Source: an optimization exercise on an open RTL-to-GDS flow (aim: small area). Production flows keep margins and buffers that such runs may drop. In this exercise RTL edits were held to simulation tests only and were not proved equivalent to the original. Power is estimated from default activity; no workload was simulated.

== v43 ==
Design rv32i_core, start of the top module:
module rv32i_core (
    input  logic        clk,
    input  logic        reset_i,
    input  logic        imem_ready_i,
    input  logic [31:0] imem_data_i,
    output logic [31:0] imem_addr_o,
    output logic        commit_valid_o,
    output logic [31:0] commit_pc_o,
    output logic [4:0]  commit_rd_o,
    output logic        commit_reg_write_o,
    output logic [31:0] commit_wdata_o,
    output logic        commit_mem_write_o,
    output logic [31:0] commit_store_addr_o,
    output logic [31:0] commit_store_data_o
);
    logic        ph;         
    logic        clr;        
    logic        irv;        
    logic        busy;       
    logic        pend;       
    logic [4:0]  prd;        
    logic        plt;        
    logic        hz;         
    logic        carry;      
    logic        eqlo;       
    logic [31:7] ir;         
    logic [3:0]  iop;        
    logic        nop;        
    logic [29:0] pc;         
    logic [15:0] tmp;        
    logic [15:0] tmp2;       
    logic [6:0] f_opc;
    logic [2:0] f_f3;
    logic [6:0] f_f7;
  ...
Size in the first run: about 3300 cells after synthesis, roughly 200 I/O pins, roughly 38000 µm² of cells after synthesis.
clock: 8.0 ns
lec_check: 0
cap_margin: 20
core_margin: 2
core_utilization: 40
setup_slack_margin: 0.15
slew_margin: 20
standard.sh (not shown) runs the stock make flow with config.mk's settings and CLKGATE_MAP_FILE= SYNTH_SCRIPT=/design/flow/synth_recipe.tcl, a recipe that flattens the netlist after the stock synthesis.
==> flow/flow/run.sh <==
#!/bin/bash
# Layout flow: the standard flow (standard.sh), with these changes:
#  - synthesis maps the logic with an area-oriented ABC script (flow/abc_area.script);
#    registers are mapped before ABC runs, so they are the standard synthesis's;
#  - port buffers are the smallest buffer cell;
#  - clock tree: small clock buffers, larger sink clusters, no dummy loads.
# Each tool's output goes to a log file in this folder (flow_*.log) and under orfs/logs.
set -euo pipefail
here=$(pwd)
rm -rf "$here/scripts_copy"
cp -r "$FLOW_HOME/scripts" "$here/scripts_copy"
cp "$here/flow/abc_area.script" "$here/scripts_copy/abc_speed.script"
export SCRIPTS_DIR="$here/scripts_copy"
export BUFFER_PORTS_ARGS="-buffer_cell sky130_fd_sc_hd__buf_1"
export CTS_ARGS="-sink_clustering_enable -repair_clock_nets -dont_use_dummy_load -root_buf sky130_fd_sc_hd__clkbuf_16 -buf_list {sky130_fd_sc_hd__clkbuf_4 sky130_fd_sc_hd__clkbuf_8} -sink_clustering_buffer sky130_fd_sc_hd__clkbuf_4 -sink_clustering_size 10 -sink_clustering_max_diameter 40"
bash standard.sh synth > "$here/flow_synth.log" 2>&1
bash standard.sh > "$here/flow_layout.log" 2>&1
==> flow/flow/abc_area.script <==
&get -n
&st
&syn2
&dch
&nf -R 1000
&st
&dch
&nf -R 1000
&put
Here is what was changed in the inputs of v45 compared with v43.
- a change of SETUP_SLACK_MARGIN from 0.15 to 0.1
- an added PLACE_DENSITY of 0.7
diff --git a/flow/flow/run.sh b/flow/flow/run.sh
--- a/flow/flow/run.sh
+++ b/flow/flow/run.sh
@@ -15 +15 @@
-export CTS_ARGS="-sink_clustering_enable -repair_clock_nets -dont_use_dummy_load -root_buf sky130_fd_sc_hd__clkbuf_16 -buf_list {sky130_fd_sc_hd__clkbuf_4 sky130_fd_sc_hd__clkbuf_8} -sink_clustering_buffer sky130_fd_sc_hd__clkbuf_4 -sink_clustering_size 10 -sink_clustering_max_diameter 40"
+export CTS_ARGS="-sink_clustering_enable -repair_clock_nets -dont_use_dummy_load -buf_list {sky130_fd_sc_hd__clkbuf_8} -sink_clustering_size 16 -sink_clustering_max_diameter 50"
Findings:
- The proportion of power drawn by combinational gates number comes out lower for v45 vs v43.
- Between v45 and v43, it is v45 whose initial antenna violation count is higher, by 4.
- The run showing the greater post-CTS setup-driven buffer insertion count is v43.
- Leakage component of the power: v45 vs v43 — no meaningful difference
Input changes introduced in v10 (baseline for comparison: v45):
- PLACE_DENSITY no longer set, was 0.7
- SETUP_SLACK_MARGIN now 0.2, was 0.1
## What came out
Compared with v45, in v10 final core area utilization ~0 delta, hold slack went up, area of all placed cells without fillers has remained practically unchanged, share of the final layout cell area in multi-input gates closely matched the old numbers. Compared with v45, in v10 arrival time of the worst setup path went down by 0.13 ns, sequential cell area was more or less identical, aggregate routed wire length was more or less identical, met1 global-route usage went up by 2.7 points. Of v10 and v45, it is v10 that has the lower number of DRC violations after detailed-routing iteration 0. Re average size of a mapped cell: no difference whatsoever between v45 and v10. Min total CTS buffers across v45 and v10: v45. met4 as the topmost layer with routed signal wires was reported by v10, and met5 by v45.

==> separate check: timing with driven ports <==
Ports are ideal in the flow. The routed layouts listed here were re-timed in OpenROAD. Step 1 (the two cells are an assumption about what drives the block):
set clk [get_ports {clk}]
set_driving_cell -lib_cell sky130_fd_sc_hd__clkbuf_16 $clk
set_driving_cell -lib_cell sky130_fd_sc_hd__buf_2 [delete_from_list [all_inputs] $clk]
Step 2, shift: input delay + t, output delay - t, t = (earliest + latest rising clock arrival at the registers) / 2. This alone moves slack from input paths to output paths. Three values: ideal ports, drivers, drivers and shift; two values: the first two.
run	t, ns	setup WS [ns]	worst slew at a driven data input, ns
v43	0.755	0.226 / 0.154 / 0.909	0.07
v45	0.832	0.116 / 0.054 / 0.886	0.07
v10	0.861	0.251 / 0.183 / 1.044	0.07
After both steps every run listed still meets setup and hold.
